This design comes from an exercise in tuning for small area, a short achievable clock period and few clock cycles per item on the open sky130 flow, not from production work. Function was not checked in any run shown here: the RTL went through the layout flow alone. No activity file was given, so power comes from the tool's default toggle rates.

`design/flow/design.v`:
```
`default_nettype none
package cpu_pkg;
    localparam int data_w      = 16;    
    localparam int reg_idx_w   = 4;     
    localparam int imm_w       = 5;     
    localparam int data_addr_w = 8;
    localparam int pc_w        = 8;
    localparam logic [2:0] op_add_sub  = 3'd0;
    localparam logic [2:0] op_slt_mult = 3'd1;
    localparam logic [2:0] op_load     = 3'd2;
    localparam logic [2:0] op_store    = 3'd3;
    localparam logic [2:0] op_beq      = 3'd4;
    localparam logic [2:0] op_jump     = 3'd5;
endpackage
`default_nettype wire
`timescale 1ns/10ps
`default_nettype none
import cpu_pkg::*;
module pc_unit (
    input  wire                clk,
    input  wire                rst_n,
    input  wire                redirect,      
    input  wire [pc_w-1:0]     redirect_pc,
    input  wire                hold,          
    input  wire                jump,          
    input  wire [pc_w-1:0]     jump_pc,
    output logic [pc_w-1:0]    pc
);
    always_ff @(posedge clk or negedge rst_n) begin
        if (!rst_n)
            pc <= '0;
        else if (redirect)
            pc <= redirect_pc;
        else if (jump)
            pc <= jump_pc;
        else if (!hold)
            pc <= pc + pc_w'(1);
    end
endmodule
`default_nettype wire
`timescale 1ns/10ps
`default_nettype none
import cpu_pkg::*;
module reg_file (
    input  wire                        clk,
    input  wire                        rst_n,
    input  wire [reg_idx_w-1:0]        rs_idx,
    input  wire [reg_idx_w-1:0]        rt_idx,
    input  wire                        we,
    input  wire [reg_idx_w-1:0]        wr_idx,
    input  wire [data_w-1:0]           wr_data,
    output logic [data_w-1:0]          rs_data,
    output logic [data_w-1:0]          rt_data
);
    logic [data_w-1:0] regs [16];
    logic [15:0]       written;
    always_ff @(posedge clk or negedge rst_n) begin
        if (!rst_n)
            written <= '0;
        else if (we)
            written[wr_idx] <= 1'b1;
    end
    always_ff @(posedge clk) begin
        if (we)
            regs[wr_idx] <= wr_data;
    end
    always_comb begin
        rs_data = '0;
        rt_data = '0;
        for (int r = 0; r < 16; r++) begin
            rs_data = rs_data | (regs[r] & {data_w{(rs_idx == r[3:0]) && written[r]}});
            rt_data = rt_data | (regs[r] & {data_w{(rt_idx == r[3:0]) && written[r]}});
        end
    end
endmodule
`default_nettype wire
`timescale 1ns/10ps
`default_nettype none
import cpu_pkg::*;
module exec_unit (
    input  wire                clk,
    input  wire [data_w-1:0]   a,
    input  wire [data_w-1:0]   b,
    input  wire                sub,       
    input  wire                slt,
    output logic [data_w-1:0]  alu_out,
    output logic               eq,
    output logic [data_w-1:0]  product    
);
    logic [data_w-1:0] sum;
    logic              lt;
    logic [data_w-1:0] ms;
    logic [data_w-1:0] mc;
    logic [data_w-1:0] mt;
    logic [data_w-1:0] ms_q;
    logic [data_w-1:0] mc_q;
    logic [data_w-1:0] mt_q;
    logic [data_w-1:0] m2s;
    logic [data_w-1:0] m2c;
    pfx_add #(.W(data_w)) u_alu_add (
        .a   (a),
        .b   (b ^ {data_w{sub}}),
        .cin (sub),
        .sum (sum)
    );
    assign lt      = (a[15] ^ b[15]) ? a[15] : sum[15];
    assign alu_out = slt ? {15'b0, lt} : sum;
    assign eq      = (a == b);
    mul_csa u_mul_csa (
        .a (a),
        .b (b),
        .s (ms),
        .c (mc),
        .t (mt)
    );
    always_ff @(posedge clk) begin
        ms_q <= ms;
        mc_q <= mc;
        mt_q <= mt;
    end
    assign m2s = ms_q ^ mc_q ^ mt_q;
    assign m2c = {(ms_q[14:0] & mc_q[14:0]) | (ms_q[14:0] & mt_q[14:0]) | (mc_q[14:0] & mt_q[14:0]), 1'b0};
    pfx_add #(.W(data_w)) u_mul_add (
        .a   (m2s),
        .b   (m2c),
        .cin (1'b0),
        .sum (product)
    );
endmodule
module mul_csa (
    input  wire [15:0] a,
    input  wire [15:0] b,
    output wire [15:0] s,
    output wire [15:0] c,
    output wire [15:0] t
);
    wire one0 = b[0] ^ 1'b0;
    wire two0 = (b[1] & ~b[0] & ~1'b0) | (~b[1] & b[0] & 1'b0);
    wire neg0 = b[1];
    wire p0_0 = (one0 & a[0]) ^ neg0;
    wire p0_1 = ((one0 & a[1]) | (two0 & a[0])) ^ neg0;
    wire p0_2 = ((one0 & a[2]) | (two0 & a[1])) ^ neg0;
    wire p0_3 = ((one0 & a[3]) | (two0 & a[2])) ^ neg0;
    wire p0_4 = ((one0 & a[4]) | (two0 & a[3])) ^ neg0;
    wire p0_5 = ((one0 & a[5]) | (two0 & a[4])) ^ neg0;
    wire p0_6 = ((one0 & a[6]) | (two0 & a[5])) ^ neg0;
    wire p0_7 = ((one0 & a[7]) | (two0 & a[6])) ^ neg0;
    wire p0_8 = ((one0 & a[8]) | (two0 & a[7])) ^ neg0;
    wire p0_9 = ((one0 & a[9]) | (two0 & a[8])) ^ neg0;
    wire p0_10 = ((one0 & a[10]) | (two0 & a[9])) ^ neg0;
    wire p0_11 = ((one0 & a[11]) | (two0 & a[10])) ^ neg0;
    wire p0_12 = ((one0 & a[12]) | (two0 & a[11])) ^ neg0;
    wire p0_13 = ((one0 & a[13]) | (two0 & a[12])) ^ neg0;
    wire p0_14 = ((one0 & a[14]) | (two0 & a[13])) ^ neg0;
    wire p0_15 = ((one0 & a[15]) | (two0 & a[14])) ^ neg0;
    wire one1 = b[2] ^ b[1];
    wire two1 = (b[3] & ~b[2] & ~b[1]) | (~b[3] & b[2] & b[1]);
    wire neg1 = b[3];
    wire p1_0 = (one1 & a[0]) ^ neg1;
    wire p1_1 = ((one1 & a[1]) | (two1 & a[0])) ^ neg1;
    wire p1_2 = ((one1 & a[2]) | (two1 & a[1])) ^ neg1;
    wire p1_3 = ((one1 & a[3]) | (two1 & a[2])) ^ neg1;
    wire p1_4 = ((one1 & a[4]) | (two1 & a[3])) ^ neg1;
    wire p1_5 = ((one1 & a[5]) | (two1 & a[4])) ^ neg1;
    wire p1_6 = ((one1 & a[6]) | (two1 & a[5])) ^ neg1;
    wire p1_7 = ((one1 & a[7]) | (two1 & a[6])) ^ neg1;
    wire p1_8 = ((one1 & a[8]) | (two1 & a[7])) ^ neg1;
    wire p1_9 = ((one1 & a[9]) | (two1 & a[8])) ^ neg1;
    wire p1_10 = ((one1 & a[10]) | (two1 & a[9])) ^ neg1;
    wire p1_11 = ((one1 & a[11]) | (two1 & a[10])) ^ neg1;
    wire p1_12 = ((one1 & a[12]) | (two1 & a[11])) ^ neg1;
    wire p1_13 = ((one1 & a[13]) | (two1 & a[12])) ^ neg1;
    wire one2 = b[4] ^ b[3];
    wire two2 = (b[5] & ~b[4] & ~b[3]) | (~b[5] & b[4] & b[3]);
    wire neg2 = b[5];
    wire p2_0 = (one2 & a[0]) ^ neg2;
    wire p2_1 = ((one2 & a[1]) | (two2 & a[0])) ^ neg2;
    wire p2_2 = ((one2 & a[2]) | (two2 & a[1])) ^ neg2;
    wire p2_3 = ((one2 & a[3]) | (two2 & a[2])) ^ neg2;
    wire p2_4 = ((one2 & a[4]) | (two2 & a[3])) ^ neg2;
    wire p2_5 = ((one2 & a[5]) | (two2 & a[4])) ^ neg2;
    wire p2_6 = ((one2 & a[6]) | (two2 & a[5])) ^ neg2;
    wire p2_7 = ((one2 & a[7]) | (two2 & a[6])) ^ neg2;
    wire p2_8 = ((one2 & a[8]) | (two2 & a[7])) ^ neg2;
    wire p2_9 = ((one2 & a[9]) | (two2 & a[8])) ^ neg2;
    wire p2_10 = ((one2 & a[10]) | (two2 & a[9])) ^ neg2;
    wire p2_11 = ((one2 & a[11]) | (two2 & a[10])) ^ neg2;
    wire one3 = b[6] ^ b[5];
    wire two3 = (b[7] & ~b[6] & ~b[5]) | (~b[7] & b[6] & b[5]);
    wire neg3 = b[7];
    wire p3_0 = (one3 & a[0]) ^ neg3;
    wire p3_1 = ((one3 & a[1]) | (two3 & a[0])) ^ neg3;
    wire p3_2 = ((one3 & a[2]) | (two3 & a[1])) ^ neg3;
    wire p3_3 = ((one3 & a[3]) | (two3 & a[2])) ^ neg3;
    wire p3_4 = ((one3 & a[4]) | (two3 & a[3])) ^ neg3;
    wire p3_5 = ((one3 & a[5]) | (two3 & a[4])) ^ neg3;
    wire p3_6 = ((one3 & a[6]) | (two3 & a[5])) ^ neg3;
    wire p3_7 = ((one3 & a[7]) | (two3 & a[6])) ^ neg3;
    wire p3_8 = ((one3 & a[8]) | (two3 & a[7])) ^ neg3;
    wire p3_9 = ((one3 & a[9]) | (two3 & a[8])) ^ neg3;
    wire one4 = b[8] ^ b[7];
    wire two4 = (b[9] & ~b[8] & ~b[7]) | (~b[9] & b[8] & b[7]);
    wire neg4 = b[9];
    wire p4_0 = (one4 & a[0]) ^ neg4;
    wire p4_1 = ((one4 & a[1]) | (two4 & a[0])) ^ neg4;
    wire p4_2 = ((one4 & a[2]) | (two4 & a[1])) ^ neg4;
    wire p4_3 = ((one4 & a[3]) | (two4 & a[2])) ^ neg4;
    wire p4_4 = ((one4 & a[4]) | (two4 & a[3])) ^ neg4;
    wire p4_5 = ((one4 & a[5]) | (two4 & a[4])) ^ neg4;
    wire p4_6 = ((one4 & a[6]) | (two4 & a[5])) ^ neg4;
    wire p4_7 = ((one4 & a[7]) | (two4 & a[6])) ^ neg4;
    wire one5 = b[10] ^ b[9];
    wire two5 = (b[11] & ~b[10] & ~b[9]) | (~b[11] & b[10] & b[9]);
    wire neg5 = b[11];
    wire p5_0 = (one5 & a[0]) ^ neg5;
    wire p5_1 = ((one5 & a[1]) | (two5 & a[0])) ^ neg5;
    wire p5_2 = ((one5 & a[2]) | (two5 & a[1])) ^ neg5;
    wire p5_3 = ((one5 & a[3]) | (two5 & a[2])) ^ neg5;
    wire p5_4 = ((one5 & a[4]) | (two5 & a[3])) ^ neg5;
    wire p5_5 = ((one5 & a[5]) | (two5 & a[4])) ^ neg5;
    wire one6 = b[12] ^ b[11];
    wire two6 = (b[13] & ~b[12] & ~b[11]) | (~b[13] & b[12] & b[11]);
    wire neg6 = b[13];
    wire p6_0 = (one6 & a[0]) ^ neg6;
    wire p6_1 = ((one6 & a[1]) | (two6 & a[0])) ^ neg6;
    wire p6_2 = ((one6 & a[2]) | (two6 & a[1])) ^ neg6;
    wire p6_3 = ((one6 & a[3]) | (two6 & a[2])) ^ neg6;
    wire one7 = b[14] ^ b[13];
    wire two7 = (b[15] & ~b[14] & ~b[13]) | (~b[15] & b[14] & b[13]);
    wire neg7 = b[15];
    wire p7_0 = (one7 & a[0]) ^ neg7;
    wire p7_1 = ((one7 & a[1]) | (two7 & a[0])) ^ neg7;
    wire s1 = p0_10 ^ p1_8;
    wire c2 = p0_10 & p1_8;
    wire s3 = p0_11 ^ p1_9;
    wire c4 = p0_11 & p1_9;
    wire s5 = p0_12 ^ p1_10 ^ p2_8;
    wire c6 = (p0_12 & p1_10) | (p0_12 & p2_8) | (p1_10 & p2_8);
    wire s7 = p3_6 ^ p4_4;
    wire c8 = p3_6 & p4_4;
    wire s9 = p0_13 ^ p1_11 ^ p2_9;
    wire c10 = (p0_13 & p1_11) | (p0_13 & p2_9) | (p1_11 & p2_9);
    wire s11 = p3_7 ^ p4_5;
    wire c12 = p3_7 & p4_5;
    wire s13 = p0_14 ^ p1_12 ^ p2_10;
    wire c14 = (p0_14 & p1_12) | (p0_14 & p2_10) | (p1_12 & p2_10);
    wire s15 = p3_8 ^ p4_6 ^ p5_4;
    wire c16 = (p3_8 & p4_6) | (p3_8 & p5_4) | (p4_6 & p5_4);
    wire s17 = p6_2 ^ p7_0;
    wire c18 = p6_2 & p7_0;
    wire s19 = p0_15 ^ p1_13 ^ p2_11;
    wire s21 = p3_9 ^ p4_7 ^ p5_5;
    wire s23 = p6_3 ^ p7_1;
    wire s25 = p0_6 ^ p1_4;
    wire c26 = p0_6 & p1_4;
    wire s27 = p0_7 ^ p1_5;
    wire c28 = p0_7 & p1_5;
    wire s29 = p0_8 ^ p1_6 ^ p2_4;
    wire c30 = (p0_8 & p1_6) | (p0_8 & p2_4) | (p1_6 & p2_4);
    wire s31 = p3_2 ^ p4_0;
    wire c32 = p3_2 & p4_0;
    wire s33 = p0_9 ^ p1_7 ^ p2_5;
    wire c34 = (p0_9 & p1_7) | (p0_9 & p2_5) | (p1_7 & p2_5);
    wire s35 = p3_3 ^ p4_1;
    wire c36 = p3_3 & p4_1;
    wire s37 = p2_6 ^ p3_4 ^ p4_2;
    wire c38 = (p2_6 & p3_4) | (p2_6 & p4_2) | (p3_4 & p4_2);
    wire s39 = p5_0 ^ neg5 ^ s1;
    wire c40 = (p5_0 & neg5) | (p5_0 & s1) | (neg5 & s1);
    wire s41 = p2_7 ^ p3_5 ^ p4_3;
    wire c42 = (p2_7 & p3_5) | (p2_7 & p4_3) | (p3_5 & p4_3);
    wire s43 = p5_1 ^ s3 ^ c2;
    wire c44 = (p5_1 & s3) | (p5_1 & c2) | (s3 & c2);
    wire s45 = p5_2 ^ p6_0 ^ neg6;
    wire c46 = (p5_2 & p6_0) | (p5_2 & neg6) | (p6_0 & neg6);
    wire s47 = s5 ^ s7 ^ c4;
    wire c48 = (s5 & s7) | (s5 & c4) | (s7 & c4);
    wire s49 = p5_3 ^ p6_1 ^ s9;
    wire c50 = (p5_3 & p6_1) | (p5_3 & s9) | (p6_1 & s9);
    wire s51 = s11 ^ c6 ^ c8;
    wire c52 = (s11 & c6) | (s11 & c8) | (c6 & c8);
    wire s53 = neg7 ^ s13 ^ s15;
    wire c54 = (neg7 & s13) | (neg7 & s15) | (s13 & s15);
    wire s55 = s17 ^ c10 ^ c12;
    wire c56 = (s17 & c10) | (s17 & c12) | (c10 & c12);
    wire s57 = s19 ^ s21 ^ s23;
    wire s59 = c14 ^ c16 ^ c18;
    wire s61 = p0_4 ^ p1_2;
    wire c62 = p0_4 & p1_2;
    wire s63 = p0_5 ^ p1_3;
    wire c64 = p0_5 & p1_3;
    wire s65 = p2_2 ^ p3_0 ^ neg3;
    wire c66 = (p2_2 & p3_0) | (p2_2 & neg3) | (p3_0 & neg3);
    wire s67 = p2_3 ^ p3_1 ^ s27;
    wire c68 = (p2_3 & p3_1) | (p2_3 & s27) | (p3_1 & s27);
    wire s69 = neg4 ^ s29 ^ s31;
    wire c70 = (neg4 & s29) | (neg4 & s31) | (s29 & s31);
    wire s71 = s33 ^ s35 ^ c30;
    wire c72 = (s33 & s35) | (s33 & c30) | (s35 & c30);
    wire s73 = s37 ^ s39 ^ c34;
    wire c74 = (s37 & s39) | (s37 & c34) | (s39 & c34);
    wire s75 = s41 ^ s43 ^ c38;
    wire c76 = (s41 & s43) | (s41 & c38) | (s43 & c38);
    wire s77 = s45 ^ s47 ^ c42;
    wire c78 = (s45 & s47) | (s45 & c42) | (s47 & c42);
    wire s79 = s49 ^ s51 ^ c46;
    wire c80 = (s49 & s51) | (s49 & c46) | (s51 & c46);
    wire s81 = s53 ^ s55 ^ c50;
    wire c82 = (s53 & s55) | (s53 & c50) | (s55 & c50);
    wire s83 = s57 ^ s59 ^ c54;
    assign s[0] = p0_0;
    assign c[0] = neg0;
    assign t[0] = 1'b0;
    assign s[1] = p0_1;
    assign c[1] = 1'b0;
    assign t[1] = 1'b0;
    assign s[2] = p0_2;
    assign c[2] = p1_0;
    assign t[2] = neg1;
    assign s[3] = p0_3;
    assign c[3] = p1_1;
    assign t[3] = 1'b0;
    assign s[4] = p2_0;
    assign c[4] = neg2;
    assign t[4] = s61;
    assign s[5] = p2_1;
    assign c[5] = s63;
    assign t[5] = c62;
    assign s[6] = s25;
    assign c[6] = s65;
    assign t[6] = c64;
    assign s[7] = c26;
    assign c[7] = s67;
    assign t[7] = c66;
    assign s[8] = c28;
    assign c[8] = s69;
    assign t[8] = c68;
    assign s[9] = c32;
    assign c[9] = s71;
    assign t[9] = c70;
    assign s[10] = c36;
    assign c[10] = s73;
    assign t[10] = c72;
    assign s[11] = c40;
    assign c[11] = s75;
    assign t[11] = c74;
    assign s[12] = c44;
    assign c[12] = s77;
    assign t[12] = c76;
    assign s[13] = c48;
    assign c[13] = s79;
    assign t[13] = c78;
    assign s[14] = c52;
    assign c[14] = s81;
    assign t[14] = c80;
    assign s[15] = c56;
    assign c[15] = s83;
    assign t[15] = c82;
endmodule
module pfx_add #(
    parameter int W = 16
) (
    input  wire [W-1:0]  a,
    input  wire [W-1:0]  b,
    input  wire          cin,
    output wire [W-1:0]  sum
);
    localparam int L = (W <= 8) ? 3 : 4;    
    wire [(L+1)*W-1:0] g;
    wire [(L+1)*W-1:0] p;
    assign g[0] = (a[0] & b[0]) | (cin & (a[0] ^ b[0]));
    assign p[0] = a[0] ^ b[0];
    assign g[W-1:1] = a[W-1:1] & b[W-1:1];
    assign p[W-1:1] = a[W-1:1] ^ b[W-1:1];
    genvar l, i;
    generate
        for (l = 0; l < L; l++) begin : g_lvl
            for (i = 0; i < W; i++) begin : g_bit
                if ((i >> l) & 1) begin : g_op
                    localparam int j = ((i >> l) << l) - 1;
                    assign g[(l+1)*W + i] = g[l*W + i] | (p[l*W + i] & g[l*W + j]);
                    assign p[(l+1)*W + i] = p[l*W + i] & p[l*W + j];
                end else begin : g_pass
                    assign g[(l+1)*W + i] = g[l*W + i];
                    assign p[(l+1)*W + i] = p[l*W + i];
                end
            end
        end
    endgenerate
    assign sum = a ^ b ^ {g[L*W +: W-1], cin};
endmodule
`default_nettype wire
`timescale 1ns/10ps
`default_nettype none
import cpu_pkg::*;
module cpu_control (
    input  wire [data_w-1:0]     w,
    output logic                 reads_rs,
    output logic                 reads_rt,
    output logic                 writes,
    output logic [reg_idx_w-1:0] wr_idx,
    output logic                 is_alu,     
    output logic                 is_sub,     
    output logic                 is_slt,
    output logic                 is_mult,
    output logic                 is_load,
    output logic                 is_store,
    output logic                 is_beq
);
    logic [2:0] opc;
    assign opc = w[15:13];
    assign is_load  = (opc == op_load);
    assign is_store = (opc == op_store);
    assign is_beq   = (opc == op_beq);
    assign is_mult  = (opc == op_slt_mult) && w[0];
    assign is_slt   = (opc == op_slt_mult) && !w[0];
    assign is_alu   = (opc == op_add_sub) || is_slt;
    assign is_sub   = ((opc == op_add_sub) && w[0]) || is_slt;
    assign reads_rs = (opc <= op_beq);
    assign reads_rt = (opc <= op_beq) && (opc != op_load);
    assign writes   = (opc <= op_load);
    assign wr_idx   = is_load ? w[8:5] : w[4:1];
endmodule
`default_nettype wire
`timescale 1ns/10ps
`default_nettype none
import cpu_pkg::*;
module cpu_top #(
    parameter int inst_addr_w = 8
) (
    input  wire                     clk,
    input  wire                     rst_n,
    input  wire [data_w-1:0]        inst_rdata,
    input  wire [data_w-1:0]        data_rdata,
    output logic [inst_addr_w-1:0]  inst_addr,
    output logic [data_addr_w-1:0]  data_addr,
    output logic [data_w-1:0]       data_wdata,
    output logic                    data_we,
    output logic                    io_stall
);
    logic              i_valid;
    logic              d_valid;
    logic              d_stall;      
    logic [pc_w-1:0]   d_btgt;
    logic [data_w-1:0] ir;
    logic              e_valid;
    logic [data_w-1:0] e_a;
    logic [data_w-1:0] e_b;
    logic [pc_w-1:0]   e_addr;
    logic [pc_w-1:0]   e_btgt;
    logic              e_writes;
    logic [3:0]        e_wd;
    logic              e_alu;
    logic              e_sub;
    logic              e_slt;
    logic              e_load;
    logic              e_mult;
    logic              e_beq;
    logic              w_we;
    logic [3:0]        w_rd;
    logic              w_load;
    logic              w_mult;
    logic [data_w-1:0] w_res;
    logic              stall_q;
    logic              we_q;
    logic              redirect;
    logic              hz_i;
    logic              jump_i;
    logic              beq_self_i;
    logic [pc_w-1:0]   jump_pc_i;
    logic [pc_w-1:0]   btgt_i;       
    logic [2:0]        opc_i;
    logic              i_reads_rs;
    logic              i_reads_rt;
    logic              d_late;
    assign opc_i      = inst_rdata[15:13];
    assign beq_self_i = (opc_i == op_beq) && (inst_rdata[12:9] == inst_rdata[8:5]);
    assign jump_i     = i_valid && ((opc_i == op_jump) || beq_self_i);
    assign btgt_i     = inst_addr + {{3{inst_rdata[4]}}, inst_rdata[4:0]};
    assign jump_pc_i  = beq_self_i ? btgt_i : inst_rdata[7:0];
    assign i_reads_rs = (opc_i <= op_store) || ((opc_i == op_beq) && !beq_self_i);
    assign i_reads_rt = (opc_i != op_load) && i_reads_rs;
    assign hz_i = i_valid && d_late && !redirect &&
                  ((i_reads_rs && (inst_rdata[12:9] == ir_wd)) ||
                   (i_reads_rt && (inst_rdata[8:5] == ir_wd)));
    logic [3:0] ir_wd;
    pc_unit u_pc_unit (
        .clk         (clk),
        .rst_n       (rst_n),
        .redirect    (redirect),
        .redirect_pc (e_btgt),
        .hold        (hz_i),
        .jump        (jump_i && !redirect),
        .jump_pc     (jump_pc_i),
        .pc          (inst_addr)
    );
    always_ff @(posedge clk or negedge rst_n) begin
        if (!rst_n)
            i_valid <= 1'b0;
        else
            i_valid <= !(redirect || hz_i || jump_i);
    end
    always_ff @(posedge clk or negedge rst_n) begin
        if (!rst_n) begin
            d_valid <= 1'b0;
            d_stall <= 1'b0;
        end else begin
            if (!d_stall)
                d_valid <= i_valid && !redirect;
            d_stall <= hz_i;
        end
    end
    always_ff @(posedge clk) begin
        if (!d_stall) begin
            ir   <= inst_rdata;
            d_btgt <= btgt_i;
        end
    end
    logic                 d_reads_rs;
    logic                 d_reads_rt;
    logic                 d_writes;
    logic [3:0]           d_wd;
    logic                 d_alu;
    logic                 d_sub;
    logic                 d_slt;
    logic                 d_mult;
    logic                 d_load;
    logic                 d_store;
    logic                 d_beq;
    logic [3:0]           d_rs;
    logic [3:0]           d_rt;
    logic [data_w-1:0]    rf_a;
    logic [data_w-1:0]    rf_b;
    logic [data_w-1:0]    d_a;
    logic [data_w-1:0]    d_b;
    logic [data_w-1:0]    alu_out;
    logic [data_w-1:0]    product;
    logic [data_w-1:0]    w_data;
    logic                 e_eq;
    logic                 e_fwd;      
    logic                 hit_ea;
    logic                 hit_eb;
    logic                 hit_wa;
    logic                 hit_wb;
    logic                 d_go;       
    assign d_rs  = ir[12:9];
    assign d_rt  = ir[8:5];
    assign ir_wd = d_wd;
    cpu_control u_cpu_control (
        .w        (ir),
        .reads_rs (d_reads_rs),
        .reads_rt (d_reads_rt),
        .writes   (d_writes),
        .wr_idx   (d_wd),
        .is_alu   (d_alu),
        .is_sub   (d_sub),
        .is_slt   (d_slt),
        .is_mult  (d_mult),
        .is_load  (d_load),
        .is_store (d_store),
        .is_beq   (d_beq)
    );
    assign d_late = d_valid && !d_stall && (d_load || d_mult);
    reg_file u_reg_file (
        .clk     (clk),
        .rst_n   (rst_n),
        .rs_idx  (d_rs),
        .rt_idx  (d_rt),
        .we      (w_we),
        .wr_idx  (w_rd),
        .wr_data (w_data),
        .rs_data (rf_a),
        .rt_data (rf_b)
    );
    assign e_fwd  = e_valid && e_writes && e_alu;
    assign hit_ea = e_fwd && (e_wd == d_rs);
    assign hit_eb = e_fwd && (e_wd == d_rt);
    assign hit_wa = w_we && (w_rd == d_rs);
    assign hit_wb = w_we && (w_rd == d_rt);
    assign d_a = hit_ea ? alu_out : hit_wa ? w_data : rf_a;
    assign d_b = hit_eb ? alu_out : hit_wb ? w_data : rf_b;
    assign redirect = e_valid && e_beq && e_eq;
    logic [7:0] imm8;
    logic [7:0] imm8_p1;
    logic [7:0] bx8;
    logic [7:0] cs_s;
    logic [7:0] cs_c;
    logic [7:0] addr_sum;
    logic [7:0] addr_e;
    logic [7:0] addr_d;
    logic       e_lt;
    assign imm8    = {{3{ir[4]}}, ir[4:0]};
    assign imm8_p1 = imm8 + 8'd1;
    assign bx8     = e_b[7:0] ^ {8{e_sub}};
    assign cs_s    = e_a[7:0] ^ bx8 ^ imm8;
    assign cs_c    = (e_a[7:0] & bx8) | (e_a[7:0] & imm8) | (bx8 & imm8);
    assign e_lt    = alu_out[0];
    pfx_add #(.W(8)) u_addr_e_add (
        .a   (cs_s),
        .b   ({cs_c[6:0], 1'b0}),
        .cin (e_sub),
        .sum (addr_sum)
    );
    assign addr_e = e_slt ? (e_lt ? imm8_p1 : imm8) : addr_sum;
    pfx_add #(.W(8)) u_addr_d_add (
        .a   (hit_wa ? w_data[7:0] : rf_a[7:0]),
        .b   (imm8),
        .cin (1'b0),
        .sum (addr_d)
    );
    assign d_go     = d_valid && !d_stall && !redirect;
    always_ff @(posedge clk or negedge rst_n) begin
        if (!rst_n)
            e_valid <= 1'b0;
        else
            e_valid <= d_go;
    end
    always_ff @(posedge clk) begin
        e_a      <= d_a;
        e_b      <= d_b;
        e_addr   <= hit_ea ? addr_e : addr_d;
        e_btgt   <= d_btgt;
        e_writes <= d_writes;
        e_wd     <= d_wd;
        e_alu    <= d_alu;
        e_sub    <= d_sub;
        e_slt    <= d_slt;
        e_load   <= d_load;
        e_mult   <= d_mult;
        e_beq    <= d_beq && (d_rs != d_rt);
    end
    exec_unit u_exec_unit (
        .clk     (clk),
        .a       (e_a),
        .b       (e_b),
        .sub     (e_sub),
        .slt     (e_slt),
        .alu_out (alu_out),
        .eq      (e_eq),
        .product (product)
    );
    always_ff @(posedge clk or negedge rst_n) begin
        if (!rst_n) begin
            stall_q <= 1'b1;
            we_q    <= 1'b0;
        end else begin
            stall_q <= !d_go;
            we_q    <= d_go && d_store;
        end
    end
    assign io_stall   = stall_q;
    assign data_we    = we_q;
    assign data_addr  = e_addr;
    assign data_wdata = e_b;
    always_ff @(posedge clk or negedge rst_n) begin
        if (!rst_n)
            w_we <= 1'b0;
        else
            w_we <= e_valid && e_writes;
    end
    always_ff @(posedge clk) begin
        w_rd   <= e_wd;
        w_load <= e_load;
        w_mult <= e_mult;
        w_res  <= alu_out;
    end
    assign w_data = w_load ? data_rdata : w_mult ? product : w_res;
endmodule
`default_nettype wire
```
`design/flow/flow/run.sh`:
```
#!/bin/bash
# Standard layout with two changes:
# - timing repair aims below the clock period: the repair steps treat any
#   path with less than SETUP_SLACK_MARGIN ns of slack as failing, so they
#   keep improving the worst path past the 10 ns constraint (TNS_END_PERCENT
#   0: only the worst path, which sets the achieved period);
# - the port buffers are plain buf_2 cells rather than the delay cell that
#   buffer_ports picks by default.
cp standard.sh standard.sh.txt
cp config.mk config.mk.txt
export SETUP_SLACK_MARGIN=7
export TNS_END_PERCENT=0
export BUFFER_PORTS_ARGS="-buffer_cell sky130_fd_sc_hd__buf_2"
bash standard.sh > standard.log 2>&1
```
`design/flow/standard.sh`:
```
#!/bin/bash
# synth_recipe.tcl (not shown) runs the flow's synth.tcl, then flattens the netlist and writes it again
# the make line also repeats each setting of config.mk as NAME=value (left out here)
make -C /OpenROAD-flow-scripts/flow DESIGN_CONFIG=/design/flow/config.mk WORK_HOME=/design/flow/orfs CLKGATE_MAP_FILE= SYNTH_SCRIPT=/design/flow/synth_recipe.tcl "${@:-finish}"
```
`design/flow/config.mk`:
```
export PLATFORM = sky130hd
export DESIGN_NAME = cpu_top
export DESIGN_NICKNAME = cpu_top
export VERILOG_FILES = /design/flow/design.v
export SDC_FILE = /design/flow/constraint.sdc
export NUM_CORES = 4
export LEC_CHECK = 0
export CAP_MARGIN = 20
export CORE_MARGIN = 2
export CORE_UTILIZATION = 40
export SLEW_MARGIN = 20
```
`design/flow/constraint.sdc`:
```
create_clock -name core_clock -period 10.0 [get_ports {clk}]
set_input_delay 2.0000 -clock core_clock [delete_from_list [all_inputs] [get_ports {clk}]]
set_output_delay 2.0000 -clock core_clock [all_outputs]
set_load 0.01 [all_outputs]
```
==> impl_metrics.yaml, run 1 <==
run_status:
  outcome: "timing/DRC/antenna clean"
detailed_routing:
  via_count: 19513
  dr.pass1.iters: 6
  ant_nets: 0
  drt_iter0_markers: 2496
  wirelength_um: 82000
  vias_per_cell: 6.17
  drc: 0
  wl_per_cell_um: 25.9
clocking:
  clockBufferDepth: 3
  cts_tree: "built"
  clk_pin_slew_worst_paths_ns: 0.05
  clock-sinks: 436
  clk_latency_ns: 0.60
  cts_root_buffer: "clkbuf_16"
  htree_num_levels: 2
  cts_buffers: 48
worst_hold_path:
  min_path_cells: 0
  hp-start: "e_load"
  hold_path.class: "flop to flop"
  hold-path-endpoint: "w_load"
setup_path:
  startpoint_type: "flop"
  end_kind: "flop"
  cp.required_ns: 10.42
  r2r_setup_slack_ns: 6.40
  r2r_end: "e_addr[5]"
  timing.rr.start: "ir[10]"
  path_max_fanout: 6
  reg2reg_depth: 14
  worstSetupPathType: "flop to flop"
  arrival_ns: 4.02
pwr:
  pwr_density_cell_nw_per_um2: 270
  p_leak_uw: 0.0110
  ir_worst_vdd_mv: 0.168
die:
  die_area_um2: 61500
  die_h_um: 248
  coreArea_um2: 58900
  num_rows: 89
  start_util: 0.404
  io_pins: 68
  dieWidth_um: 248
sta:
  finalSetupViolCount: 0
  skew_ns: 0.0265
  fin_crit_ns: 3.60
  fmax_mhz: 278
  rsz0062_at_grt: "yes"
  worstMarginPinSlew_ns: 1.03
  fin_tns_setup_ns: 0
  hold_viol: 0
  fin_ws_ns: 6.40
  drv_slew: 0
  slew_headroom: 0.311
  period_share: 0.360
placed_design:
  portBuffers: 67
  dp_hpwl_um: 50900
  dp_slack_ns: 5.54
  gp_congestion: 0.925
finish:
  layout-drive-gt1-share: 0.171
  area_delta_synth_final_pct: 16.7
  nets: 2510
  num_antenna_cells: 0
  multiInputGateArea_um2: 11700
  seqCellArea_um2: 11700
  fillerInstances: 5286
global_routing:
  grt_start_max_net_pins: 84
  gr-total-overflow: 0
  grt_pass1_wl_um: 120000
  antenna_found_initial: 0
  grt_util_all_layers: 0.264
  grt_pass1_vias: 18650
yosys:
  synth.area.top_cells: "edfxtp_1, dfxtp_1, a22oi_1"
  synthArstFlopShare: 0.0711
  synth_ff_type: "edfxtp_1"
  synth_seq_cells: 436
  yosysTopAreaCell: "edfxtp_1"
  avgSynthCellArea_um2: 10.4
  ys_types: 70
  yosysWarnings: 4
  syn_area_um2: 23800
  netlist_instances: 2287
  synth_edf_count: 280
  seq_area_frac_synth: 0.491
  yosys.area.top_type_share: 0.353
  syn_nets: 2443
job:
  maxCapViolCount: 0
==> registers in the layout, indices dropped and copies added (netlist names), 4 cells and up <==
name	count
e_a	16
u_pc_unit.pc	8
w_rd	4
e_wd	4
u_exec_unit.mc_q	15
u_reg_file.regs	256
u_exec_unit.ms_q	16
e_b	16
d_btgt	8
u_exec_unit.mt_q	13
e_addr	8
u_reg_file.written	16
w_res	16
ir	16
e_btgt	8
==> synthesized netlist by cell type (21+ instances only) <==
| master | number |
|---|---|
| and3_1 | 38 |
| nand2_1 | 270 |
| xor2_1 | 75 |
| o21ai_0 | 105 |
| o211ai_1 | 21 |
| a21oi_1 | 78 |
| nand2b_1 | 24 |
| a221oi_1 | 27 |
| nand3_1 | 41 |
| nor4_1 | 34 |
| dfrtp_1 | 30 |
| nor2b_1 | 22 |
| nor3_1 | 21 |
| o22ai_1 | 25 |
| fa_1 | 54 |
| a21o_1 | 24 |
| inv_1 | 84 |
| edfxtp_1 | 280 |
| buf_1 | 25 |
| maj3_1 | 24 |
| ha_1 | 68 |
| dfxtp_1 | 125 |
| xnor2_1 | 70 |
| a211oi_1 | 21 |
| nor2_1 | 126 |
| mux2i_1 | 34 |
| a22oi_1 | 247 |
| clkbuf_1 | 149 |
==> timing repair <==
action | in CTS | in global routing
hold buffers | 0 | 0
resized for setup | 115 | 62
pin swaps | 23 | 31
gates cloned | 0 | 1
setup endpoints to repair | 230 | 227
setup buffers | 43 | 19
==> logic make-up after synthesis <==
kind of cell / after synthesis / synth area share
AND/OR/NAND/NOR: 629 / 0.123
buffers and inverters: 265 / 0.0426
adder cells (fa/ha/maj): 146 / 0.0912
flip-flops: 436 / 0.491
AO/OA/AOI/OAI: 620 / 0.179
XOR/XNOR: 145 / 0.0533
multiplexers: 46 / 0.0200
==> routing by layer <==
layer,up-vias,wire length (um),global-route usage
met2,1220,35700,0.395
met3,204,9600,0.0597
met4,0,3020,0.0940
met5,-,0,0
li1,8528,-,-
met1,9561,33700,0.374
==> layout by cell type (no fill, tap or decap), drive strengths merged, types with 54 or more instances in the layout <==
cell,synthesis,routed
edfxtp,280,280
a22oi,247,247
nand2,270,270
inv,84,88
fa,54,54
xnor2,70,70
dfxtp,125,125
o21ai,105,105
a21oi,78,78
ha,68,68
nor2,126,126
clkbuf,149,67
xor2,75,75
buf,31,196
==> metrics by stage <==
stage               hold slack [ns]  utilization  total power [uW]  cells  area [um^2]
floorplan                     0.310            -              4650   2287        23800
global placement              0.312        0.424              5560   3014        25000
detailed placement            0.316        0.425              5630   3014        25000
CTS                           0.329        0.464              7430   3144        27300
global route                  0.342        0.472              7960   3164        27800
finish                        0.327        0.472              7510   3164        27800
==> how the worst max path moves through the flow <==
stage / cells after the start / end / slack, ns / start
4_1_cts: 18 / e_addr[7] / 6.40 / ir[10]
2_1_floorplan: 13 / e_addr[7] / 6.15 / data_rdata[0]
3_5_place_dp: 15 / e_addr[7] / 5.54 / u_exec_unit.mt_q[4]
3_3_place_gp: 9 / u_pc_unit.pc[6] / 5.66 / inst_rdata[12]
5_1_grt: 15 / e_addr[7] / 6.30 / u_exec_unit.ms_q[4]
6_report: 14 / e_addr[5] / 6.40 / ir[10]
==> power by group <==
group	leakage, uW	switching [uW]	internal, uW
Clock	0.000711	725	943
Sequential	0.00398	304	2370
Combinational	0.00627	1910	1260
Total	0.0110	2940	4580
==> final cells by class <==
type,instances,share of cell area
clock inverters,21,0.00522
multi-input cells,1586,0.422
well taps,773,0.0348
clock buffers,66,0.0472
inverters,85,0.0118
flip-flops and latches,436,0.421
repair buffers,197,0.0583
==> critical path, cell delays in order, from the launching register on <==
cell and delay, ns:
edfxtp_1 0.50, and2_4 0.21, and3_4 0.18, buf_12 0.13, buf_4 0.17, a22oi_1 0.21
nand2_1 0.12, nor4_4 0.42, mux2i_2 0.19, ha_1 0.35, a21o_1 0.22, fa_1 0.40
xor2_1 0.15, nand2_1 0.06, o311ai_0 0.11
==> run 2, diff against run 1 <==
==> design/flow/flow/run.sh (replaced) <==
#!/bin/bash
# Standard layout, with timing repair aiming below the clock period: the
# repair steps treat any path with less than SETUP_SLACK_MARGIN ns of slack
# as failing, so they keep improving the paths past the 10 ns constraint.
cp standard.sh standard.sh.txt
cp config.mk config.mk.txt
export SETUP_SLACK_MARGIN=7
export TNS_END_PERCENT=0
bash standard.sh > standard.log 2>&1
==> run 2 against run 1 <==
Clock power increased by about 10%. Power increased by 4.4%. Synthesized area unchanged. Global-route usage increased by 0.76 points. First-iteration DRC count increased by 19%. Routed wire length increased by 2.5%. Final cell count increased by 0.32%. Sequential power about the same. Synthesized cell count unchanged. Hold slack improved by 0.0036 ns. Critical endpoint is now e_addr[7]. Largest cell class is now sequential cells. Largest power group unchanged.
==> impl_metrics.yaml, run 2 <==
yosys:
  synth_edf_count: 280
  ys_top_cells_by_count: "edfxtp_1, nand2_1, a22oi_1"
  synth_seq_cells: 436
  avgSynthCellArea_um2: 10.4
  ys_types: 70
  yosys.area.top_type_share: 0.353
  netlist_instances: 2287
  synthArstFlopShare: 0.0711
  seq_area_frac_synth: 0.491
  syn_nets: 2443
  yosysTopAreaCell: "edfxtp_1"
  yosysWarnings: 4
  synth_ff_type: "edfxtp_1"
  syn_area_um2: 23800
  synth_most_common_cell: "edfxtp_1"
  synth.area.top_cells: "edfxtp_1, dfxtp_1, a22oi_1"
sta:
  skew_ns: 0.0166
  worstMarginPinSlew_ns: 1.03
  fin_crit_ns: 3.77
  slew_headroom: 0.312
  fmax_mhz: 265
  hold_viol: 0
  drv_slew: 0
  rsz0062_at_grt: "yes"
  finalSetupViolCount: 0
  period_share: 0.377
  fin_tns_setup_ns: 0
job:
  maxCapViolCount: 0
die:
  die_h_um: 248
  dieWidth_um: 248
  die_area_um2: 61500
  io_pins: 68
  start_util: 0.404
  coreArea_um2: 58900
  num_rows: 89
finish:
  mostFrequentLayoutCell: "edfxtp_1"
  num_antenna_cells: 0
  layout-drive-gt1-share: 0.139
  nets: 2516
  fillerInstances: 5211
  area_delta_synth_final_pct: 18.9
  top_register: "u_reg_file.regs"
  fin_cells: 3174
  largest_reg_flops: 256
  final_area_um2: 28300
  final_cell_mix: "edfxtp_1, nand2_1, a22oi_1, nor2_1, dfxtp_1"
pwr:
  pwr_density_cell_nw_per_um2: 277
  power_frac_clock: 0.235
  ir_worst_vdd_mv: 0.176
  swShare: 0.385
  p_leak_uw: 0.0112
  p_sw_uw: 3020
  intPower_uw: 4820
  seq_power_share: 0.344
  p_comb_frac: 0.422
detailed_routing:
  via_count: 19835
  dr.pass1.iters: 9
  ant_nets: 0
  drt_iter0_markers: 2958
  wl_per_cell_um: 26.5
  wirelength_um: 84100
  vias_per_cell: 6.25
  drc: 0
setup_path:
  worstSetupPathType: "flop to flop"
  timing.rr.start: "ir[12]"
  startpoint_type: "flop"
  path_max_fanout: 6
  end_kind: "flop"
  arrival_ns: 4.20
  startpoint: "ir[12]"
  cp.required_ns: 10.43
global_routing:
  gr-total-overflow: 0
  antenna_found_initial: 0
  grt_start_max_net_pins: 47
  grt_pass1_wl_um: 123000
  grt_pass1_vias: 18957
  grt_util_all_layers: 0.271
clocking:
  clk_latency_ns: 0.60
  clk_pin_slew_worst_paths_ns: 0.06
  htree_num_levels: 2
  cts_buffers: 49
  clockBufferDepth: 3
  cts_tree: "built"
  cts_hold_buf: 0
  cts_root_buffer: "clkbuf_16"
  clock-sinks: 436
placed_design:
  gp_congestion: 0.887
  place_inst: 3011
  portBuffers: 67
  place_area_um2: 25300
  dp_hpwl_um: 50500
worst_hold_path:
  hp-start: "e_mult"
  hold_path.class: "flop to flop"
run_status:
  outcome: "timing/DRC/antenna clean"
run 2: power groups by stage:
stage,Clock [uW],Combinational [uW],Sequential [uW]
global placement,0,2940,2710
floorplan,0,2090,2560
finish,1840,3310,2690
detailed placement,0,3000,2710
global route,1940,3610,2720
CTS,1860,3260,2690
run 2: kinds of logic after synthesis:
family                     count (synthesis)  synth area share
and+or+nand+nor                          629             0.123
AOI/OAI and AO/OA                        620             0.179
DFF                                      436             0.491
buffers and inverters                    265            0.0426
adders and majority gates                146            0.0912
xor gates and xnor gates                 145            0.0533
muxes                                     46            0.0200
run 2: per-layer routing:
| layer | wire length, um | vias up | track usage |
|---|---|---|---|
| li1 | - | 8557 | - |
| met1 | 33700 | 9611 | 0.380 |
| met2 | 35800 | 1409 | 0.402 |
| met3 | 10600 | 258 | 0.0656 |
| met4 | 3930 | 0 | 0.110 |
| met5 | 0 | - | 0 |
run 2: final cells by class:
type,instances,area (um^2),area share
clock buffer,60,1370,0.0485
clock inverter,32,273,0.00964
inverter,85,322,0.0114
multi-input combinational,1586,11500,0.407
sequential,436,11700,0.415
tap,773,967,0.0342
timing repair buffer,202,2120,0.0749
run 2: worst paths after layout:
path	to	slack, ns	cells past startpoint
worst max-delay path	e_addr[7]	6.23	18
worst min-delay path	w_mult	0.33	0
worst max register to register	e_addr[7]	6.23	18
worst min register to register	w_mult	0.33	0
max in group asynchronous	stall_q	7.86	2
min in group asynchronous	u_pc_unit.pc[5]	1.79	2
run 2: per-stage QoR:
stage | power, uW | utilization | worst slack [ns] | hold WS (ns)
after global routing | 8270 | 0.481 | 6.10 | 0.335
after floorplan | 4650 | - | 6.15 | 0.310
after global placement | 5650 | 0.430 | 5.32 | 0.312
after detailed placement | 5720 | 0.430 | 5.13 | 0.315
after CTS | 7810 | 0.479 | 6.35 | 0.331
final | 7840 | 0.481 | 6.23 | 0.330
run 2: repair_timing:
item / 4_1_cts / 5_1_grt
hold endpoints to repair: 0 / 0
setup buffers: 60 / 4
setup endpoints to repair: 273 / 232
resized for setup: 170 / 12
cloned: 7 / 0
pin swaps: 26 / 9
run 2: critical path, cell delays in order, from the launching register on:
cell	delay (ns)
edfxtp_1	0.51
and2_4	0.24
and3_4	0.17
buf_12	0.13
a22oi_2	0.21
nand2_2	0.10
nor4_4	0.43
mux2i_1	0.17
ha_2	0.22
inv_2	0.05
fa_2	0.19
inv_2	0.04
a21o_1	0.14
a21o_1	0.18
a21o_1	0.19
a31oi_1	0.17
xnor2_1	0.16
xnor2_1	0.15
o221ai_1	0.15
==> run 3, diff against run 2 <==
--- a/design/flow/design.v
+++ b/design/flow/design.v
@@ -92,10 +92,6 @@
     logic [data_w-1:0] ms;
     logic [data_w-1:0] mc;
-    logic [data_w-1:0] mt;
     logic [data_w-1:0] ms_q;
     logic [data_w-1:0] mc_q;
-    logic [data_w-1:0] mt_q;
-    logic [data_w-1:0] m2s;
-    logic [data_w-1:0] m2c;
     pfx_add #(.W(data_w)) u_alu_add (
         .a   (a),
@@ -111,17 +107,13 @@
         .b (b),
         .s (ms),
-        .c (mc),
-        .t (mt)
+        .c (mc)
     );
     always_ff @(posedge clk) begin
         ms_q <= ms;
         mc_q <= mc;
-        mt_q <= mt;
     end
-    assign m2s = ms_q ^ mc_q ^ mt_q;
-    assign m2c = {(ms_q[14:0] & mc_q[14:0]) | (ms_q[14:0] & mt_q[14:0]) | (mc_q[14:0] & mt_q[14:0]), 1'b0};
     pfx_add #(.W(data_w)) u_mul_add (
-        .a   (m2s),
-        .b   (m2c),
+        .a   (ms_q),
+        .b   (mc_q),
         .cin (1'b0),
         .sum (product)
@@ -132,6 +124,5 @@
     input  wire [15:0] b,
     output wire [15:0] s,
-    output wire [15:0] c,
-    output wire [15:0] t
+    output wire [15:0] c
 );
     wire one0 = b[0] ^ 1'b0;
@@ -249,112 +240,130 @@
     wire s17 = p6_2 ^ p7_0;
     wire c18 = p6_2 & p7_0;
-    wire s19 = p0_15 ^ p1_13 ^ p2_11;
-    wire s21 = p3_9 ^ p4_7 ^ p5_5;
-    wire s23 = p6_3 ^ p7_1;
-    wire s25 = p0_6 ^ p1_4;
-    wire c26 = p0_6 & p1_4;
-    wire s27 = p0_7 ^ p1_5;
-    wire c28 = p0_7 & p1_5;
-    wire s29 = p0_8 ^ p1_6 ^ p2_4;
-    wire c30 = (p0_8 & p1_6) | (p0_8 & p2_4) | (p1_6 & p2_4);
-    wire s31 = p3_2 ^ p4_0;
-    wire c32 = p3_2 & p4_0;
-    wire s33 = p0_9 ^ p1_7 ^ p2_5;
-    wire c34 = (p0_9 & p1_7) | (p0_9 & p2_5) | (p1_7 & p2_5);
-    wire s35 = p3_3 ^ p4_1;
-    wire c36 = p3_3 & p4_1;
-    wire s37 = p2_6 ^ p3_4 ^ p4_2;
-    wire c38 = (p2_6 & p3_4) | (p2_6 & p4_2) | (p3_4 & p4_2);
-    wire s39 = p5_0 ^ neg5 ^ s1;
-    wire c40 = (p5_0 & neg5) | (p5_0 & s1) | (neg5 & s1);
-    wire s41 = p2_7 ^ p3_5 ^ p4_3;
-    wire c42 = (p2_7 & p3_5) | (p2_7 & p4_3) | (p3_5 & p4_3);
-    wire s43 = p5_1 ^ s3 ^ c2;
-    wire c44 = (p5_1 & s3) | (p5_1 & c2) | (s3 & c2);
-    wire s45 = p5_2 ^ p6_0 ^ neg6;
-    wire c46 = (p5_2 & p6_0) | (p5_2 & neg6) | (p6_0 & neg6);
-    wire s47 = s5 ^ s7 ^ c4;
-    wire c48 = (s5 & s7) | (s5 & c4) | (s7 & c4);
-    wire s49 = p5_3 ^ p6_1 ^ s9;
-    wire c50 = (p5_3 & p6_1) | (p5_3 & s9) | (p6_1 & s9);
-    wire s51 = s11 ^ c6 ^ c8;
-    wire c52 = (s11 & c6) | (s11 & c8) | (c6 & c8);
-    wire s53 = neg7 ^ s13 ^ s15;
-    wire c54 = (neg7 & s13) | (neg7 & s15) | (s13 & s15);
-    wire s55 = s17 ^ c10 ^ c12;
-    wire c56 = (s17 & c10) | (s17 & c12) | (c10 & c12);
-    wire s57 = s19 ^ s21 ^ s23;
-    wire s59 = c14 ^ c16 ^ c18;
-    wire s61 = p0_4 ^ p1_2;
-    wire c62 = p0_4 & p1_2;
-    wire s63 = p0_5 ^ p1_3;
-    wire c64 = p0_5 & p1_3;
-    wire s65 = p2_2 ^ p3_0 ^ neg3;
-    wire c66 = (p2_2 & p3_0) | (p2_2 & neg3) | (p3_0 & neg3);
-    wire s67 = p2_3 ^ p3_1 ^ s27;
-    wire c68 = (p2_3 & p3_1) | (p2_3 & s27) | (p3_1 & s27);
-    wire s69 = neg4 ^ s29 ^ s31;
-    wire c70 = (neg4 & s29) | (neg4 & s31) | (s29 & s31);
-    wire s71 = s33 ^ s35 ^ c30;
-    wire c72 = (s33 & s35) | (s33 & c30) | (s35 & c30);
-    wire s73 = s37 ^ s39 ^ c34;
-    wire c74 = (s37 & s39) | (s37 & c34) | (s39 & c34);
-    wire s75 = s41 ^ s43 ^ c38;
-    wire c76 = (s41 & s43) | (s41 & c38) | (s43 & c38);
-    wire s77 = s45 ^ s47 ^ c42;
-    wire c78 = (s45 & s47) | (s45 & c42) | (s47 & c42);
-    wire s79 = s49 ^ s51 ^ c46;
-    wire c80 = (s49 & s51) | (s49 & c46) | (s51 & c46);
-    wire s81 = s53 ^ s55 ^ c50;
-    wire c82 = (s53 & s55) | (s53 & c50) | (s55 & c50);
-    wire s83 = s57 ^ s59 ^ c54;
+    wire s19 = p0_6 ^ p1_4;
+    wire c20 = p0_6 & p1_4;
+    wire s21 = p0_7 ^ p1_5;
+    wire c22 = p0_7 & p1_5;
+    wire s23 = p0_8 ^ p1_6 ^ p2_4;
+    wire c24 = (p0_8 & p1_6) | (p0_8 & p2_4) | (p1_6 & p2_4);
+    wire s25 = p3_2 ^ p4_0;
+    wire c26 = p3_2 & p4_0;
+    wire s27 = p0_9 ^ p1_7 ^ p2_5;
+    wire c28 = (p0_9 & p1_7) | (p0_9 & p2_5) | (p1_7 & p2_5);
+    wire s29 = p3_3 ^ p4_1;
+    wire c30 = p3_3 & p4_1;
+    wire s31 = p2_6 ^ p3_4 ^ p4_2;
+    wire c32 = (p2_6 & p3_4) | (p2_6 & p4_2) | (p3_4 & p4_2);
+    wire s33 = p5_0 ^ neg5 ^ s1;
+    wire c34 = (p5_0 & neg5) | (p5_0 & s1) | (neg5 & s1);
+    wire s35 = p2_7 ^ p3_5 ^ p4_3;
+    wire c36 = (p2_7 & p3_5) | (p2_7 & p4_3) | (p3_5 & p4_3);
+    wire s37 = p5_1 ^ s3 ^ c2;
+    wire c38 = (p5_1 & s3) | (p5_1 & c2) | (s3 & c2);
+    wire s39 = p5_2 ^ p6_0 ^ neg6;
+    wire c40 = (p5_2 & p6_0) | (p5_2 & neg6) | (p6_0 & neg6);
+    wire s41 = s5 ^ s7 ^ c4;
+    wire c42 = (s5 & s7) | (s5 & c4) | (s7 & c4);
+    wire s43 = p5_3 ^ p6_1 ^ s9;
+    wire c44 = (p5_3 & p6_1) | (p5_3 & s9) | (p6_1 & s9);
+    wire s45 = s11 ^ c6 ^ c8;
+    wire c46 = (s11 & c6) | (s11 & c8) | (c6 & c8);
+    wire s47 = neg7 ^ s13 ^ s15;
+    wire c48 = (neg7 & s13) | (neg7 & s15) | (s13 & s15);
+    wire s49 = s17 ^ c10 ^ c12;
+    wire c50 = (s17 & c10) | (s17 & c12) | (c10 & c12);
+    wire s51 = p0_4 ^ p1_2;
+    wire c52 = p0_4 & p1_2;
+    wire s53 = p0_5 ^ p1_3;
+    wire c54 = p0_5 & p1_3;
+    wire s55 = p2_2 ^ p3_0 ^ neg3;
+    wire c56 = (p2_2 & p3_0) | (p2_2 & neg3) | (p3_0 & neg3);
+    wire s57 = p2_3 ^ p3_1 ^ s21;
+    wire c58 = (p2_3 & p3_1) | (p2_3 & s21) | (p3_1 & s21);
+    wire s59 = neg4 ^ s23 ^ s25;
+    wire c60 = (neg4 & s23) | (neg4 & s25) | (s23 & s25);
+    wire s61 = s27 ^ s29 ^ c24;
+    wire c62 = (s27 & s29) | (s27 & c24) | (s29 & c24);
+    wire s63 = s31 ^ s33 ^ c28;
+    wire c64 = (s31 & s33) | (s31 & c28) | (s33 & c28);
+    wire s65 = s35 ^ s37 ^ c32;
+    wire c66 = (s35 & s37) | (s35 & c32) | (s37 & c32);
+    wire s67 = s39 ^ s41 ^ c36;
+    wire c68 = (s39 & s41) | (s39 & c36) | (s41 & c36);
+    wire s69 = s43 ^ s45 ^ c40;
+    wire c70 = (s43 & s45) | (s43 & c40) | (s45 & c40);
+    wire s71 = s47 ^ s49 ^ c44;
+    wire c72 = (s47 & s49) | (s47 & c44) | (s49 & c44);
+    wire s73 = p0_2 ^ p1_0;
+    wire c74 = p0_2 & p1_0;
+    wire s75 = p0_3 ^ p1_1;
+    wire c76 = p0_3 & p1_1;
+    wire s77 = p2_0 ^ neg2 ^ s51;
+    wire c78 = (p2_0 & neg2) | (p2_0 & s51) | (neg2 & s51);
+    wire s79 = p2_1 ^ s53 ^ c52;
+    wire c80 = (p2_1 & s53) | (p2_1 & c52) | (s53 & c52);
+    wire s81 = s19 ^ s55 ^ c54;
+    wire c82 = (s19 & s55) | (s19 & c54) | (s55 & c54);
+    wire s83 = c20 ^ s57 ^ c56;
+    wire c84 = (c20 & s57) | (c20 & c56) | (s57 & c56);
+    wire s85 = c22 ^ s59 ^ c58;
+    wire c86 = (c22 & s59) | (c22 & c58) | (s59 & c58);
+    wire s87 = c26 ^ s61 ^ c60;
+    wire c88 = (c26 & s61) | (c26 & c60) | (s61 & c60);
+    wire s89 = c30 ^ s63 ^ c62;
+    wire c90 = (c30 & s63) | (c30 & c62) | (s63 & c62);
+    wire s91 = c34 ^ s65 ^ c64;
+    wire c92 = (c34 & s65) | (c34 & c64) | (s65 & c64);
+    wire s93 = c38 ^ s67 ^ c66;
+    wire c94 = (c38 & s67) | (c38 & c66) | (s67 & c66);
+    wire s95 = c42 ^ s69 ^ c68;
+    wire c96 = (c42 & s69) | (c42 & c68) | (s69 & c68);
+    wire s97 = c46 ^ s71 ^ c70;
+    wire c98 = (c46 & s71) | (c46 & c70) | (s71 & c70);
+    wire x99 = p0_15 ^ p1_13;
+    wire x100 = p2_11 ^ p3_9;
+    wire x101 = p4_7 ^ p5_5;
+    wire x102 = p6_3 ^ p7_1;
+    wire x103 = c18 ^ x99;
+    wire x104 = x100 ^ x101;
+    wire x105 = x102 ^ c14;
+    wire x106 = c16 ^ x103;
+    wire x107 = x104 ^ x105;
+    wire x108 = x106 ^ c48;
+    wire x109 = c50 ^ x107;
+    wire x110 = x108 ^ x109;
+    wire x111 = c72 ^ x110;
+    wire x112 = x111 ^ c98;
     assign s[0] = p0_0;
     assign c[0] = neg0;
-    assign t[0] = 1'b0;
     assign s[1] = p0_1;
     assign c[1] = 1'b0;
-    assign t[1] = 1'b0;
-    assign s[2] = p0_2;
-    assign c[2] = p1_0;
-    assign t[2] = neg1;
-    assign s[3] = p0_3;
-    assign c[3] = p1_1;
-    assign t[3] = 1'b0;
-    assign s[4] = p2_0;
-    assign c[4] = neg2;
-    assign t[4] = s61;
-    assign s[5] = p2_1;
-    assign c[5] = s63;
-    assign t[5] = c62;
-    assign s[6] = s25;
-    assign c[6] = s65;
-    assign t[6] = c64;
-    assign s[7] = c26;
-    assign c[7] = s67;
-    assign t[7] = c66;
-    assign s[8] = c28;
-    assign c[8] = s69;
-    assign t[8] = c68;
-    assign s[9] = c32;
-    assign c[9] = s71;
-    assign t[9] = c70;
-    assign s[10] = c36;
-    assign c[10] = s73;
-    assign t[10] = c72;
-    assign s[11] = c40;
-    assign c[11] = s75;
-    assign t[11] = c74;
-    assign s[12] = c44;
-    assign c[12] = s77;
-    assign t[12] = c76;
-    assign s[13] = c48;
-    assign c[13] = s79;
-    assign t[13] = c78;
-    assign s[14] = c52;
-    assign c[14] = s81;
-    assign t[14] = c80;
-    assign s[15] = c56;
-    assign c[15] = s83;
-    assign t[15] = c82;
+    assign s[2] = neg1;
+    assign c[2] = s73;
+    assign s[3] = s75;
+    assign c[3] = c74;
+    assign s[4] = s77;
+    assign c[4] = c76;
+    assign s[5] = s79;
+    assign c[5] = c78;
+    assign s[6] = s81;
+    assign c[6] = c80;
+    assign s[7] = s83;
+    assign c[7] = c82;
+    assign s[8] = s85;
+    assign c[8] = c84;
+    assign s[9] = s87;
+    assign c[9] = c86;
+    assign s[10] = s89;
+    assign c[10] = c88;
+    assign s[11] = s91;
+    assign c[11] = c90;
+    assign s[12] = s93;
+    assign c[12] = c92;
+    assign s[13] = s95;
+    assign c[13] = c94;
+    assign s[14] = s97;
+    assign c[14] = c96;
+    assign s[15] = x112;
+    assign c[15] = 1'b0;
 endmodule
 module pfx_add #(
==> design/flow/flow/run.sh (replaced) <==
#!/bin/bash
# Standard layout with two changes:
# - timing repair aims below the clock period: the repair steps treat any
#   path with less than SETUP_SLACK_MARGIN ns of slack as failing, so they
#   keep improving the worst path past the 10 ns constraint (TNS_END_PERCENT
#   0: only the worst path, which sets the achieved period);
# - the port buffers are plain buf_2 cells rather than the delay cell that
#   buffer_ports picks by default.
cp standard.sh standard.sh.txt
cp config.mk config.mk.txt
export SETUP_SLACK_MARGIN=6.4
export TNS_END_PERCENT=0
export BUFFER_PORTS_ARGS="-buffer_cell sky130_fd_sc_hd__buf_2"
bash standard.sh > standard.log 2>&1
--- a/design/flow/config.mk
+++ b/design/flow/config.mk
@@ -8,4 +8,6 @@
 export CAP_MARGIN = 20
 export CORE_MARGIN = 2
-export CORE_UTILIZATION = 40
+export CORE_UTILIZATION = 60
+export CTS_CLUSTER_DIAMETER = 100
+export CTS_CLUSTER_SIZE = 24
 export SLEW_MARGIN = 20
==> run 3 against run 2 <==
Non-clock buffer count up 14. Routed wire length fell by 2.4%. Global-route usage rose by 12 points. Die area shrank 33%. Final cell count is 8.6% lower. Sequential cell count down 14. Sequential power shrank 5%. Power decreased by 10%. Largest power group unchanged. First-iteration DRC count is 14% higher. Cell area is 5.7% lower.
==> impl_metrics.yaml, run 3 <==
global_routing:
  antenna_found_initial: 2
  grt_pass1_wl_um: 120000
  grt_pass1_vias: 19076
  grt_start_max_net_pins: 46
  gr-total-overflow: 0
  grt_util_all_layers: 0.393
finish:
  multiInputGateArea_um2: 11700
  seqCellArea_um2: 11500
  fillerInstances: 2928
  top_register: "u_reg_file.regs"
  layout-drive-gt1-share: 0.162
  mostFrequentLayoutCell: "edfxtp_1"
  area_delta_synth_final_pct: 12.9
  num_antenna_cells: 0
  final_cell_mix: "edfxtp_1, nand2_1, a22oi_1, nor2_1, buf_4"
  largest_reg_flops: 256
  nets: 2524
  final_util: 0.689
clocking:
  cts_hold_buf: 0
  clk_pin_slew_worst_paths_ns: 0.11
  clk_latency_ns: 0.58
  cts_buffers: 22
  clock-sinks: 422
  cts_tree: "built"
  htree_num_levels: 1
  cts_root_buffer: "clkbuf_16"
  clockBufferDepth: 3
setup_path:
  r2r_setup_slack_ns: 6.10
  crit_chain: "nor2b_4 > buf_4 > and3_1 > buf_6 > a221oi_4 > nand3_2 > nor3_4 > a21oi_2 > ha_2 > inv_2 > fa_2 > nor2b_2 > o21ai_2 > a21boi_2 > o41ai_4 > nand3b_1 > o221ai_2 > or3_4 > a21oi_2"
  worstSetupPathType: "flop to flop"
  startpoint_type: "flop"
  crit_top_cell: "a21oi_2"
  reg2reg_depth: 19
  arrival_ns: 4.42
  crit_family: "simple AND/OR/NAND/NOR gates"
  slowest_stage: "edfxtp_1"
  critPathBufInv: 3
  r2r_end: "e_addr[7]"
  path_max_fanout: 15
  end_kind: "flop"
  timing.rr.start: "ir[10]"
  cp.required_ns: 10.52
  slowest_delay_ns: 0.52
pwr:
  ir_worst_vdd_mv: 0.272
  pwr_density_cell_nw_per_um2: 264
  p_leak_uw: 0.0105
die:
  dieWidth_um: 203
  num_rows: 72
  coreArea_um2: 38700
  die_h_um: 203
  die_area_um2: 41000
  start_util: 0.611
  io_pins: 68
run_status:
  outcome: "timing/DRC/antenna clean"
detailed_routing:
  ant_nets: 0
  via_count: 20170
  drt_iter0_markers: 3364
  drc: 0
  wl_per_cell_um: 28.3
  vias_per_cell: 6.95
  wirelength_um: 82100
  dr.pass1.iters: 9
sta:
  rsz0062_at_grt: "yes"
  fmax_mhz: 256
  skew_ns: 0.0310
  period_share: 0.390
  finalSetupViolCount: 0
  fin_tns_setup_ns: 0
  worstMarginPinSlew_ns: 1.24
  slew_headroom: 0.173
  hold_viol: 0
  drv_slew: 0
  fin_crit_ns: 3.90
yosys:
  synth_most_common_cell: "edfxtp_1"
  syn_area_um2: 23700
  synth.area.top_cells: "edfxtp_1, dfxtp_1, a22oi_1"
  netlist_instances: 2314
  ys_types: 78
  avgSynthCellArea_um2: 10.2
  synthArstFlopShare: 0.0735
  synth_seq_cells: 422
  yosysTopAreaCell: "edfxtp_1"
  ys_top_cells_by_count: "edfxtp_1, nand2_1, a22oi_1"
  synth_ff_type: "edfxtp_1"
  yosys.area.top_type_share: 0.355
  yosysWarnings: 4
  seq_area_frac_synth: 0.482
  synth_edf_count: 280
  syn_nets: 2470
placed_design:
  portBuffers: 67
  gp_congestion: 0.969
  dp_hpwl_um: 51300
worst_hold_path:
  hold_path.class: "flop to flop"
  hp-start: "e_mult"
  hold-path-endpoint: "w_mult"
  min_path_cells: 0
job:
  maxCapViolCount: 0
==> run 3: cell types whose count changed in the layout (fill, tap and decap cells not counted), moves of 27 or more <==
cell             before  now
buf_2                 1   67
clkdlybuf4s50_1      46    0
nand2_1             268  223
a21oi_1              68  100
clkbuf_16            54   25
inv_1                80  107
==> run 3: worst max-delay path by stage <==
stage,start,end,cells after the start,slack (ns)
6_report,ir[10],e_addr[7],19,6.10
5_1_grt,ir[9],e_addr[7],20,5.97
4_1_cts,data_rdata[0],e_addr[7],14,6.13
3_5_place_dp,data_rdata[1],e_addr[7],13,5.25
3_3_place_gp,e_a[4],u_exec_unit.ms_q[15],13,5.38
2_1_floorplan,data_rdata[0],e_addr[7],13,5.90
==> run 3: cells by family after synthesis <==
family                   Yosys count  synth area share
flip-flops                       422             0.482
buffers and inverters            297            0.0480
AO/OA/AOI/OAI                    665             0.192
AND/OR/NAND/NOR                  624             0.125
XOR/XNOR                         132            0.0495
adder cells (fa/ha/maj)          129            0.0843
multiplexers                      45            0.0198
==> run 3: area by class of cell <==
type | count | share of cell area
Timing Repair Buffer | 216 | 0.0683
Inverter | 111 | 0.0159
Tap cell | 518 | 0.0243
Sequential cell | 422 | 0.429
Clock buffer | 36 | 0.0234
Clock inverter | 4 | 0.00155
Multi-Input combinational cell | 1595 | 0.437
==> run 3: per-layer routing <==
metal / track usage / share of wire / vias up / routed length [um]
li1: - / - / 8619 / -
met1: 0.566 / 0.39 / 9602 / 31700
met2: 0.576 / 0.42 / 1656 / 34700
met3: 0.103 / 0.14 / 289 / 11900
met4: 0.140 / 0.046 / 4 / 3790
met5: 0 / 0.00034 / - / 28
==> run 3: report_power, final <==
part / switching (uW) / internal (uW)
combinational: 2050 / 1420
clock: 576 / 441
sequential: 269 / 2290
total: 2890 / 4150
==> run 3: through the flow <==
step | total power (uW) | instance area, um^2 | cells | setup WS [ns] | hold WS, ns
global placement | 5560 | 24400 | 2766 | 5.38 | 0.313
detailed placement | 5640 | 24400 | 2766 | 5.25 | 0.314
CTS | 6820 | 26100 | 2863 | 6.13 | 0.337
floorplan | 4690 | 23700 | 2314 | 5.90 | 0.310
finish | 7040 | 26700 | 2902 | 6.10 | 0.330
global route | 7460 | 26700 | 2902 | 5.97 | 0.342
==> run 3: repair_timing <==
action / in CTS / in global routing
endpoints found under the setup margin: 56 / 72
setup buffers: 52 / 35
resized for setup: 142 / 45
cloned: 5 / 2
pin swaps: 30 / 34

==> port drivers added, routing unchanged <==
The results above use ideal ports. As a check the final layouts listed here were re-extracted and re-timed, cells and wires unchanged. Step 1 sets driving cells, clkbuf_16 on the clock port and buf_2 on the other inputs (assumed; they add their load-dependent delay and slew). Step 2 times the ports against the registers' clock, not the clock port: input delays grow and output delays shrink by t, the midpoint of the rising clock arrivals with the driver on. a / b / c = no drivers / after step 1 / after step 2; a / b = the first two.
run | t (ns) | setup slack, ns | clock arrival spread, ns | worst data-port slew with drivers (ns)
run 1 | 0.646 | 6.403 / 6.365 / 5.837 | 0.027 / 0.026 | 0.05
run 2 | 0.653 | 6.227 / 6.227 / 5.726 | 0.017 / 0.017 | 0.05
run 3 | 0.621 | 6.101 / 6.101 / 5.609 | 0.032 / 0.032 | 0.05
After both steps setup and hold are still met in every run listed. For run 1, which loses most, drivers alone change the setup slack by -0.038 ns; drivers and shift together by -0.566 ns.
